This is an optimization exercise on Yosys and OpenROAD, whose aim is small area, not a production implementation. Where RTL was checked, it was by simulation tests only, not by an equivalence proof against the original. No activity file was given, so power comes from the tool's default toggle rates.

Design gba_loader_top, start of the top module:
module gba_loader_top (
	input  logic         clk_sys,
	input  logic         reset,
	input  logic         ioctl_active,
	input  logic [7:0]   ioctl_index,
	input  logic [26:0]  ioctl_addr,
	input  logic [15:0]  ioctl_data,
	input  logic         ioctl_wr,
	output logic         ioctl_wait,
	output logic         rom_valid,
	output logic [26:0]  rom_addr,
	output logic [15:0]  rom_data,
	input  logic         rom_credit,
	output logic         cheat_valid,
	output logic [127:0] cheat_code,
	input  logic         cheat_credit,
	output logic         cheat_clear,
	output logic         bios_wr,
	output logic [11:0]  bios_addr,
	output logic [31:0]  bios_data,
	input  logic         reg_wr,
	input  logic [1:0]   reg_addr,
	input  logic [31:0]  reg_wdata,
	output logic [31:0]  reg_rdata
);
export LEC_CHECK = 0
export CAP_MARGIN = 20
export CORE_MARGIN = 2
export CORE_UTILIZATION = 60
export SLEW_MARGIN = 20
create_clock -name core_clock -period 5.5 [get_ports {clk_sys}]
standard.sh (not shown) runs the stock make flow with config.mk's settings and CLKGATE_MAP_FILE= SYNTH_SCRIPT=/design/flow/synth_recipe.tcl, a recipe that flattens the netlist after the stock synthesis.
==> flow/flow/run.sh <==
#!/bin/bash
# The standard layout with these changes:
#  - synthesis maps logic with an area-recovering ABC script (flow/abc_area.script,
#    used through ABC_AREA=1 from a copy of ORFS's scripts folder); the rest of
#    the synthesis script is unchanged, so the registers are the same;
#  - each port is buffered by the smallest buffer (buf_1) instead of the one
#    buffer_ports picks by default;
#  - buffers left in the netlist by synthesis are removed before placement;
#  - the clock tree is built without dummy loads.
# Each step's full output is in its own log here and under orfs/logs.
set -euo pipefail
cd "$(dirname "$0")/.."
W=$PWD
rm -rf "$W/scripts_area"
cp -r "$FLOW_HOME/scripts" "$W/scripts_area"
cp "$W/flow/abc_area.script" "$W/scripts_area/abc_area.script"
SCRIPTS_DIR="$W/scripts_area" ABC_AREA=1 bash standard.sh synth > synth.log 2>&1
export BUFFER_PORTS_ARGS="-buffer_cell sky130_fd_sc_hd__buf_1"
export REMOVE_ABC_BUFFERS=1
# Clock tree: the standard arguments and config.mk's CTS settings, without dummy loads
export CTS_ARGS="-sink_clustering_enable -repair_clock_nets -sink_clustering_size 28 -sink_clustering_max_diameter 100 -buf_list sky130_fd_sc_hd__clkbuf_16 -root_buf sky130_fd_sc_hd__clkbuf_8 -tree_buf sky130_fd_sc_hd__clkbuf_8 -dont_use_dummy_load"
bash standard.sh > standard.log 2>&1
==> flow/flow/abc_area.script <==
&get -n
&st
&dch -f
&nf -R 1000
&st
&dch -f
&nf -R 1000
&put
The starting point produced a clean layout.
Change:
--- a/flow/flow/run.sh
+++ b/flow/flow/run.sh
@@ -2 +2 @@
-# The standard layout with these changes:
+# The standard layout with three changes:
@@ -8,2 +8 @@
-#  - buffers left in the netlist by synthesis are removed before placement;
-#  - the clock tree is built without dummy loads.
+#  - buffers left in the netlist by synthesis are removed before placement.
@@ -20,2 +18,0 @@
-# Clock tree: the standard arguments and config.mk's CTS settings, without dummy loads
-export CTS_ARGS="-sink_clustering_enable -repair_clock_nets -sink_clustering_size 28 -sink_clustering_max_diameter 100 -buf_list sky130_fd_sc_hd__clkbuf_16 -root_buf sky130_fd_sc_hd__clkbuf_8 -tree_buf sky130_fd_sc_hd__clkbuf_8 -dont_use_dummy_load"
- CTS_BUF_LIST: default -> sky130_fd_sc_hd__clkbuf_16
- CTS_CLUSTER_DIAMETER: default -> 60
- CTS_CLUSTER_SIZE: default -> 24
- GPL_TIMING_DRIVEN: default -> 0
Result:
- total power increases by 13%
- clock-buffer cell count is higher by 7
- final cell count rose by about 0.36%
- setup slack degrades by 180 ps
- global-route usage rises by 1.1 points
- synthesized cell count stays the same
Change:
--- a/flow/flow/run.sh
+++ b/flow/flow/run.sh
@@ -2 +2 @@
-# The standard layout with three changes:
+# The standard layout with these changes:
@@ -8 +8,2 @@
-#  - buffers left in the netlist by synthesis are removed before placement.
+#  - buffers left in the netlist by synthesis are removed before placement;
+#  - the clock tree is built without dummy loads.
@@ -18,0 +20,2 @@
+# Clock tree: the standard arguments and config.mk's CTS settings, without dummy loads
+export CTS_ARGS="-sink_clustering_enable -repair_clock_nets -sink_clustering_size 28 -sink_clustering_max_diameter 100 -buf_list sky130_fd_sc_hd__clkbuf_16 -root_buf sky130_fd_sc_hd__clkbuf_8 -tree_buf sky130_fd_sc_hd__clkbuf_8 -dont_use_dummy_load"
- CORE_UTILIZATION: 60 -> 66
- CTS_BUF_LIST: sky130_fd_sc_hd__clkbuf_16 -> default
- CTS_CLUSTER_DIAMETER: 60 -> default
- CTS_CLUSTER_SIZE: 24 -> default
- GPL_TIMING_DRIVEN: 0 -> default
What happened:
- design area shrinks by 2.5%
- utilization grows by 5.9 points
- area after synthesis does not change
Change:
--- a/flow/flow/run.sh
+++ b/flow/flow/run.sh
@@ -2 +2 @@
-# The standard layout with these changes:
+# The standard layout with three changes:
@@ -8,2 +8 @@
-#  - buffers left in the netlist by synthesis are removed before placement;
-#  - the clock tree is built without dummy loads.
+#  - buffers left in the netlist by synthesis are removed before placement.
@@ -20,2 +18,0 @@
-# Clock tree: the standard arguments and config.mk's CTS settings, without dummy loads
-export CTS_ARGS="-sink_clustering_enable -repair_clock_nets -sink_clustering_size 28 -sink_clustering_max_diameter 100 -buf_list sky130_fd_sc_hd__clkbuf_16 -root_buf sky130_fd_sc_hd__clkbuf_8 -tree_buf sky130_fd_sc_hd__clkbuf_8 -dont_use_dummy_load"
- CORE_UTILIZATION: 66 -> 60
- CTS_BUF_LIST: default -> sky130_fd_sc_hd__clkbuf_16
- CTS_CLUSTER_DIAMETER: default -> 60
- CTS_CLUSTER_SIZE: default -> 24
The changed run completed without violations.
Non-clock buffer count falls by 7.
Cell area rises by 1.7%.
Core utilization falls by 6.6 points.

---

Starting RTL as in the previous note.
Settings: LEC_CHECK=0, CAP_MARGIN=20, CORE_MARGIN=2, CORE_UTILIZATION=60, SLEW_MARGIN=20; clock period 5.5 ns.
==> flow/flow/run.sh <==
#!/bin/bash
# The standard layout with these changes:
#  - synthesis maps logic with an area-recovering ABC script (flow/abc_area.script,
#    used through ABC_AREA=1 from a copy of ORFS's scripts folder); the rest of
#    the synthesis script is unchanged, so the registers are the same;
#  - each port is buffered by the smallest buffer (buf_1) instead of the one
#    buffer_ports picks by default;
#  - buffers left in the netlist by synthesis are removed before placement;
#  - the clock tree is built without dummy loads.
# Each step's full output is in its own log here and under orfs/logs.
set -euo pipefail
cd "$(dirname "$0")/.."
W=$PWD
rm -rf "$W/scripts_area"
cp -r "$FLOW_HOME/scripts" "$W/scripts_area"
cp "$W/flow/abc_area.script" "$W/scripts_area/abc_area.script"
SCRIPTS_DIR="$W/scripts_area" ABC_AREA=1 bash standard.sh synth > synth.log 2>&1
export BUFFER_PORTS_ARGS="-buffer_cell sky130_fd_sc_hd__buf_1"
export REMOVE_ABC_BUFFERS=1
# Clock tree: the standard arguments and config.mk's CTS settings, without dummy loads
export CTS_ARGS="-sink_clustering_enable -repair_clock_nets -sink_clustering_size 24 -sink_clustering_max_diameter 100 -buf_list sky130_fd_sc_hd__clkbuf_16 -root_buf sky130_fd_sc_hd__clkbuf_8 -tree_buf sky130_fd_sc_hd__clkbuf_8 -dont_use_dummy_load"
bash standard.sh > standard.log 2>&1
Scripts as last shown in full above: flow/flow/abc_area.script
Edit:
--- a/flow/flow/run.sh
+++ b/flow/flow/run.sh
@@ -21 +21,2 @@
-export CTS_ARGS="-sink_clustering_enable -repair_clock_nets -sink_clustering_size 24 -sink_clustering_max_diameter 100 -buf_list sky130_fd_sc_hd__clkbuf_16 -root_buf sky130_fd_sc_hd__clkbuf_8 -tree_buf sky130_fd_sc_hd__clkbuf_8 -dont_use_dummy_load"
+export CTS_ARGS="-sink_clustering_enable -repair_clock_nets -sink_clustering_size 28 -sink_clustering_max_diameter 100 -buf_list sky130_fd_sc_hd__clkbuf_16 -root_buf sky130_fd_sc_hd__clkbuf_8 -tree_buf sky130_fd_sc_hd__clkbuf_8 -dont_use_dummy_load"
+export GPL_KEEP_OVERFLOW=0
Outcome: Worst hold slack is better by 4.3 ps; final cell count drops slightly; clock-buffer cell count falls by 2; clock skew is higher by 11 ps; sequential power is about the same; synthesized cell count does not change; die area stays the same; sequential cell count does not change; clock power drops by a little under a tenth; combinational power rises by a few percent; design area goes up slightly.
Edit:
--- a/flow/flow/run.sh
+++ b/flow/flow/run.sh
@@ -21,2 +21 @@
-export CTS_ARGS="-sink_clustering_enable -repair_clock_nets -sink_clustering_size 28 -sink_clustering_max_diameter 100 -buf_list sky130_fd_sc_hd__clkbuf_16 -root_buf sky130_fd_sc_hd__clkbuf_8 -tree_buf sky130_fd_sc_hd__clkbuf_8 -dont_use_dummy_load"
-export GPL_KEEP_OVERFLOW=0
+export CTS_ARGS="-sink_clustering_enable -repair_clock_nets -sink_clustering_size 24 -sink_clustering_max_diameter 60 -buf_list sky130_fd_sc_hd__clkbuf_16 -dont_use_dummy_load"
Settings changed: GPL_TIMING_DRIVEN set to 0.
Outcome: The changed run completed with no timing, DRC or antenna violations; die area stays the same; cell count rose by about 0.4%; register-to-register slack degrades by 30 ps; power rose by about 8%; core utilization rose by 0.92 points; sequential share of layout area fell by 0.73 points; synthesized cell count does not change.
Edit:
--- a/flow/flow/run.sh
+++ b/flow/flow/run.sh
@@ -21 +21 @@
-export CTS_ARGS="-sink_clustering_enable -repair_clock_nets -sink_clustering_size 24 -sink_clustering_max_diameter 60 -buf_list sky130_fd_sc_hd__clkbuf_16 -dont_use_dummy_load"
+export CTS_ARGS="-sink_clustering_enable -repair_clock_nets -sink_clustering_size 28 -sink_clustering_max_diameter 100 -buf_list sky130_fd_sc_hd__clkbuf_16 -root_buf sky130_fd_sc_hd__clkbuf_8 -tree_buf sky130_fd_sc_hd__clkbuf_8 -dont_use_dummy_load"
Settings changed: CORE_UTILIZATION 60 to 50, GPL_TIMING_DRIVEN 0 to unset.
Via count falls by a few percent.
Cell area fell slightly.
Power is lower by a little under a tenth.
Edit:
--- a/flow/flow/run.sh
+++ b/flow/flow/run.sh
@@ -21 +21 @@
-export CTS_ARGS="-sink_clustering_enable -repair_clock_nets -sink_clustering_size 28 -sink_clustering_max_diameter 100 -buf_list sky130_fd_sc_hd__clkbuf_16 -root_buf sky130_fd_sc_hd__clkbuf_8 -tree_buf sky130_fd_sc_hd__clkbuf_8 -dont_use_dummy_load"
+export CTS_ARGS="-sink_clustering_enable -repair_clock_nets -sink_clustering_size 28 -sink_clustering_max_diameter 100 -buf_list sky130_fd_sc_hd__clkbuf_16 -dont_use_dummy_load"
Settings changed: CORE_UTILIZATION 50 to 60.
Result: The changed run produced a clean layout; sequential power is about the same; setup slack is about the same; area after synthesis stays the same; total power rose by 1.4%; sequential share of layout area rose by 0.43 points.
Edit:
--- a/flow/flow/run.sh
+++ b/flow/flow/run.sh
@@ -21 +21 @@
-export CTS_ARGS="-sink_clustering_enable -repair_clock_nets -sink_clustering_size 28 -sink_clustering_max_diameter 100 -buf_list sky130_fd_sc_hd__clkbuf_16 -dont_use_dummy_load"
+export CTS_ARGS="-sink_clustering_enable -repair_clock_nets -sink_clustering_size 24 -sink_clustering_max_diameter 60 -buf_list sky130_fd_sc_hd__clkbuf_16 -dont_use_dummy_load"
The new run passed the timing, design-rule and antenna checks; wire length came out higher by 1.3%; setup slack gets better by 34 ps; total power came out higher by 5.2%; synthesized cell count is unchanged; cell count came out higher by 0.36%; combinational power hardly moves; sequential power hardly moves; die area does not change; via count came out higher by 0.94%.

---

gba_loader_top again, from the RTL that the note above started with.
// gba_loader_top
module gba_loader_top (
	input  logic         clk_sys,
	input  logic         reset,
	input  logic         ioctl_active,
	input  logic [7:0]   ioctl_index,
	input  logic [26:0]  ioctl_addr,
	input  logic [15:0]  ioctl_data,
	input  logic         ioctl_wr,
	output logic         ioctl_wait,
	output logic         rom_valid,
	output logic [26:0]  rom_addr,
	output logic [15:0]  rom_data,
	input  logic         rom_credit,
	output logic         cheat_valid,
	output logic [127:0] cheat_code,
	input  logic         cheat_credit,
	output logic         cheat_clear,
	output logic         bios_wr,
	output logic [11:0]  bios_addr,
	output logic [31:0]  bios_data,
	input  logic         reg_wr,
	input  logic [1:0]   reg_addr,
	input  logic [31:0]  reg_wdata,
	output logic [31:0]  reg_rdata
);
==> flow/config.mk <==
export PLATFORM = sky130hd
export DESIGN_NAME = gba_loader_top
export DESIGN_NICKNAME = gba_loader_top
export VERILOG_FILES = /design/flow/design.v
export SDC_FILE = /design/flow/constraint.sdc
export NUM_CORES = 4
export LEC_CHECK = 0
export CAP_MARGIN = 20
export CORE_MARGIN = 2
export CORE_UTILIZATION = 60
export SLEW_MARGIN = 20
==> flow/constraint.sdc <==
create_clock -name core_clock -period 5.5 [get_ports {clk_sys}]
set_input_delay 1.1000 -clock core_clock [delete_from_list [all_inputs] [get_ports {clk_sys}]]
set_output_delay 1.1000 -clock core_clock [all_outputs]
set_load 0.01 [all_outputs]
==> flow/flow/run.sh <==
#!/bin/bash
# The standard layout with these changes:
#  - synthesis maps logic with an area-recovering ABC script (flow/abc_area.script,
#    used through ABC_AREA=1 from a copy of ORFS's scripts folder); the rest of
#    the synthesis script is unchanged, so the registers are the same;
#  - each port is buffered by the smallest buffer (buf_1) instead of the one
#    buffer_ports picks by default;
#  - buffers left in the netlist by synthesis are removed before placement;
#  - the clock tree is built without dummy loads.
# Each step's full output is in its own log here and under orfs/logs.
set -euo pipefail
cd "$(dirname "$0")/.."
W=$PWD
rm -rf "$W/scripts_area"
cp -r "$FLOW_HOME/scripts" "$W/scripts_area"
cp "$W/flow/abc_area.script" "$W/scripts_area/abc_area.script"
SCRIPTS_DIR="$W/scripts_area" ABC_AREA=1 bash standard.sh synth > synth.log 2>&1
export BUFFER_PORTS_ARGS="-buffer_cell sky130_fd_sc_hd__buf_1"
export REMOVE_ABC_BUFFERS=1
# Clock tree: the standard arguments and config.mk's CTS settings, without dummy loads
export CTS_ARGS="-sink_clustering_enable -repair_clock_nets -sink_clustering_size 28 -sink_clustering_max_diameter 100 -buf_list sky130_fd_sc_hd__clkbuf_16 -root_buf sky130_fd_sc_hd__clkbuf_8 -tree_buf sky130_fd_sc_hd__clkbuf_8 -dont_use_dummy_load"
export DONT_USE_CELLS="sky130_fd_sc_hd__buf_4 sky130_fd_sc_hd__buf_6 sky130_fd_sc_hd__buf_8 sky130_fd_sc_hd__buf_12 sky130_fd_sc_hd__buf_16"
bash standard.sh > standard.log 2>&1
Scripts as last shown in full above: flow/flow/abc_area.script
The baseline ran to the end with no violations.
Next try:
--- a/flow/flow/run.sh
+++ b/flow/flow/run.sh
@@ -21,2 +21 @@
-export CTS_ARGS="-sink_clustering_enable -repair_clock_nets -sink_clustering_size 28 -sink_clustering_max_diameter 100 -buf_list sky130_fd_sc_hd__clkbuf_16 -root_buf sky130_fd_sc_hd__clkbuf_8 -tree_buf sky130_fd_sc_hd__clkbuf_8 -dont_use_dummy_load"
-export DONT_USE_CELLS="sky130_fd_sc_hd__buf_4 sky130_fd_sc_hd__buf_6 sky130_fd_sc_hd__buf_8 sky130_fd_sc_hd__buf_12 sky130_fd_sc_hd__buf_16"
+export CTS_ARGS="-sink_clustering_enable -repair_clock_nets -sink_clustering_size 24 -sink_clustering_max_diameter 100 -buf_list sky130_fd_sc_hd__clkbuf_16 -dont_use_dummy_load"
After rerunning: Setup slack barely changes. Clock power went up by about a fifth. Routed wire length went up by a few percent. Design area went up slightly. Clock-buffer cell count went up by 2. Combinational power barely changes. Power went up by a few percent.

---

Setup of north:
gba_loader_top, a different RTL version from the one above (not shown whole).
For scale: ~1200 cells after synthesis, ~340 I/O pins.
==> flow/design.v (excerpt) <==
module gba_loader_top (
	input  logic         clk_sys,
	input  logic         reset,
	input  logic         ioctl_active,
	input  logic [7:0]   ioctl_index,
	input  logic [26:0]  ioctl_addr,
	input  logic [15:0]  ioctl_data,
	input  logic         ioctl_wr,
	output logic         ioctl_wait,
	output logic         rom_valid,
	output logic [26:0]  rom_addr,
	output logic [15:0]  rom_data,
	input  logic         rom_credit,
	output logic         cheat_valid,
	output logic [127:0] cheat_code,
	input  logic         cheat_credit,
	output logic         cheat_clear,
	output logic         bios_wr,
	output logic [11:0]  bios_addr,
	output logic [31:0]  bios_data,
	input  logic         reg_wr,
	input  logic [1:0]   reg_addr,
	input  logic [31:0]  reg_wdata,
	output logic [31:0]  reg_rdata
);
	logic idx_bios, idx_cheat, cart_now, beat, cart_beat, cheat_beat;
	assign idx_bios   = (ioctl_index == 8'd0);
	assign idx_cheat  = (ioctl_index == 8'd255);
	assign cart_now   = ioctl_active && !idx_bios && !idx_cheat;
	assign beat       = ioctl_active && ioctl_wr;
	assign cart_beat  = beat && !idx_bios && !idx_cheat;
	assign cheat_beat = beat && idx_cheat;
	logic        homebrew;
	logic        cheats_off;
	logic [26:0] rom_base;
	always_ff @(posedge clk_sys) begin
		if (reset) begin
			homebrew   <= 1'b0;
			cheats_off <= 1'b0;
			rom_base   <= 27'hC0000;
		end else if (reg_wr) begin
			if (reg_addr == 2'd0) begin
				homebrew   <= reg_wdata[0];
				cheats_off <= reg_wdata[1];
			end
			if (reg_addr == 2'd1) rom_base <= reg_wdata[26:0];
		end
	end
	logic        full0, full1;       
	logic        rv;                 
	logic        move;               
	logic [1:0]  rom_out;            
	logic [26:0] a0, a1;
	logic [15:0] d0, d1;
	logic [26:0] base_g;
	logic [26:0] sum;
	assign base_g = {rom_base[26:14], rom_base[13:1] & {13{!idx_bios}}, rom_base[0]};
	assign sum    = {ioctl_addr[26:1] + base_g[26:1], base_g[0]};
	assign move   = full1 && (!full0 || rv);
  ...
export LEC_CHECK = 0
export CAP_MARGIN = 20
export CORE_MARGIN = 2
export CORE_UTILIZATION = 60
export CTS_BUF_LIST = sky130_fd_sc_hd__clkbuf_8
export CTS_CLUSTER_DIAMETER = 50
export CTS_CLUSTER_SIZE = 14
export SLEW_MARGIN = 20
create_clock -name core_clock -period 5.5 [get_ports {clk_sys}]
==> flow/flow/run.sh <==
#!/bin/bash
# The standard layout with three changes:
#  - synthesis maps logic with an area-oriented ABC script (flow/abc_area.script,
#    used through ABC_AREA=1 from a copy of ORFS's scripts folder); the rest of
#    the synthesis script is unchanged, so the registers are the same;
#  - each port is buffered by the smallest buffer (buf_1) instead of the one
#    buffer_ports picks by default;
#  - buffers left in the netlist by synthesis are removed before placement.
# Each step's full output is in its own log here and under orfs/logs.
set -euo pipefail
cd "$(dirname "$0")/.."
W=$PWD
rm -rf "$W/scripts_area"
cp -r "$FLOW_HOME/scripts" "$W/scripts_area"
cp "$W/flow/abc_area.script" "$W/scripts_area/abc_area.script"
SCRIPTS_DIR="$W/scripts_area" ABC_AREA=1 bash standard.sh synth > synth.log 2>&1
export BUFFER_PORTS_ARGS="-buffer_cell sky130_fd_sc_hd__buf_1"
export REMOVE_ABC_BUFFERS=1
bash standard.sh > standard.log 2>&1
==> flow/flow/abc_area.script <==
strash
dch -f
map -a
strash
dch -f
map -a
strash
dch -f
map -a
north closes out successfully: all stages finished, all timing, DRC and antenna checks passed.
diff inputs: north => south
# north
export LEC_CHECK = 0
export CAP_MARGIN = 20
export CORE_MARGIN = 2
export CORE_UTILIZATION = 60
export CTS_BUF_LIST = sky130_fd_sc_hd__clkbuf_8
export CTS_CLUSTER_DIAMETER = 50
export CTS_CLUSTER_SIZE = 14
export SLEW_MARGIN = 20
create_clock -name core_clock -period 5.5 [get_ports {clk_sys}]
# south
export LEC_CHECK = 0
export CAP_MARGIN = 20
export CORE_MARGIN = 2
export CORE_UTILIZATION = 60
export CTS_BUF_LIST = sky130_fd_sc_hd__clkbuf_16
export CTS_CLUSTER_DIAMETER = 100
export CTS_CLUSTER_SIZE = 30
export SLEW_MARGIN = 20
create_clock -name core_clock -period 5.5 [get_ports {clk_sys}]
==> flow/flow/run.sh <==
#!/bin/bash
# The standard layout, with each port buffered by the smallest buffer
# (buf_1) instead of the one buffer_ports picks by default, and the
# buffers Yosys/ABC inserted removed before placement.
set -euo pipefail
cd "$(dirname "$0")/.."
export BUFFER_PORTS_ARGS="-buffer_cell sky130_fd_sc_hd__buf_1"
export REMOVE_ABC_BUFFERS=1
bash standard.sh > standard.log 2>&1
removed: flow/flow/abc_area.script
### Flow results
- Compared with north, south shows count of cell types in the netlist that has gone up by more than 100%.
- Relative to north, the period utilization of south is lower by 8.9 points.
- south has post-layout instance count excluding filler cells below what north had.
- From north to south the numbers moved as follows: fmax picked up an extra 11%; proportion of power drawn by combinational gates picked up an extra 0.2 points; number of multi-input combinational cells in the layout picked up an extra about 13%; final core utilization lost 2.2 points; synthesized cell count neither gained nor lost much.
Edits applied to the flow inputs when going from south to east:
# south
export LEC_CHECK = 0
export CAP_MARGIN = 20
export CORE_MARGIN = 2
export CORE_UTILIZATION = 60
export CTS_BUF_LIST = sky130_fd_sc_hd__clkbuf_16
export CTS_CLUSTER_DIAMETER = 100
export CTS_CLUSTER_SIZE = 30
export SLEW_MARGIN = 20
create_clock -name core_clock -period 5.5 [get_ports {clk_sys}]
# east
export LEC_CHECK = 0
export CAP_MARGIN = 20
export CORE_MARGIN = 2
export CORE_UTILIZATION = 60
export CTS_BUF_LIST = sky130_fd_sc_hd__clkbuf_16
export CTS_CLUSTER_DIAMETER = 60
export CTS_CLUSTER_SIZE = 24
export SLEW_MARGIN = 20
create_clock -name core_clock -period 5.5 [get_ports {clk_sys}]
==> flow/flow/run.sh <==
#!/bin/bash
# The standard layout with three changes:
#  - synthesis maps logic with an area-oriented ABC script (flow/abc_area.script,
#    used through ABC_AREA=1 from a copy of ORFS's scripts folder); the rest of
#    the synthesis script is unchanged, so the registers are the same;
#  - each port is buffered by the smallest buffer (buf_1) instead of the one
#    buffer_ports picks by default;
#  - buffers left in the netlist by synthesis are removed before placement.
# Each step's full output is in its own log here and under orfs/logs.
set -euo pipefail
cd "$(dirname "$0")/.."
W=$PWD
rm -rf "$W/scripts_area"
cp -r "$FLOW_HOME/scripts" "$W/scripts_area"
cp "$W/flow/abc_area.script" "$W/scripts_area/abc_area.script"
SCRIPTS_DIR="$W/scripts_area" ABC_AREA=1 bash standard.sh synth > synth.log 2>&1
export BUFFER_PORTS_ARGS="-buffer_cell sky130_fd_sc_hd__buf_1"
export REMOVE_ABC_BUFFERS=1
bash standard.sh > standard.log 2>&1
==> flow/flow/abc_area.script (new file) <==
strash
dch -f
map -a
strash
dch -f
map -a
strash
dch -f
map -a
Results
The lower share of total power in combinational logic came out of east. [compare] base=south new=east: fraction of met1 tracks used by global routing dropped 1.9 points, met3 capacity usage during global routing went up 0.44 points, wire length per cell shrank by about 7%, core utilization climbed 2.3 points, relative contribution of the clock network to total power saw an increase. Critical path capture point: a1[24] -> east, a1[23] -> south. Changes observed in east relative to south: number of nets at the end of the flow rose 67; power up about 7%.
No functional check of the RTL was part of any run of this note.

[port drivers added, routing unchanged]
In the flow no input, the clock included, has a driving cell. The finished layouts below were timed again as built, in two steps. Step 1 assumes that a clkbuf_16 drives the clock port and a buf_2 every other input. Step 2 adds t to the input delays and takes it off the output delays; t is the mean of the earliest and latest rising clock arrival at the registers after step 1. Input paths then give back, and output paths get back, about the clock's delay inside the block. Slacks: ideal / step 1 / step 2; pairs: ideal / step 1.
run	t (ns)	slack for setup (ns)	worst setup path at the end	cell pins on the clock port's net
the first run of note 1	0.574	0.376 / 0.398 / -0.175	input to register	1
the second run of note 1	0.566	0.200 / 0.224 / -0.342	input to register	1
the third run of note 1	0.579	0.275 / 0.298 / -0.281	input to register	1
the fourth run of note 1	0.559	0.456 / 0.486 / -0.073	input to register	1
the first run of note 2	0.585	0.411 / 0.436 / -0.149	input to register	1
the second run of note 2	0.582	0.354 / 0.380 / -0.202	input to register	1
the third run of note 2	0.546	0.223 / 0.246 / -0.301	input to register	1
the fourth run of note 2	0.583	0.352 / 0.380 / -0.202	input to register	1
the fifth run of note 2	0.529	0.351 / 0.379 / -0.150	input to register	1
the sixth run of note 2	0.540	0.385 / 0.414 / -0.127	input to register	1
the first run of note 3	0.574	0.376 / 0.398 / -0.175	input to register	1
the second run of note 3	0.540	0.377 / 0.406 / -0.134	input to register	1
north	0.629	0.364 / 0.365 / -0.264	input to register	1
south	0.550	0.855 / 0.877 / 0.327	input to register	1
east	0.554	0.276 / 0.300 / -0.254	input to register	1
Met with ideal ports but missed after step 2: setup timing in 14 of these runs. For north, which loses most, drivers alone change the setup slack by +0.001 ns; drivers and shift together by -0.628 ns.
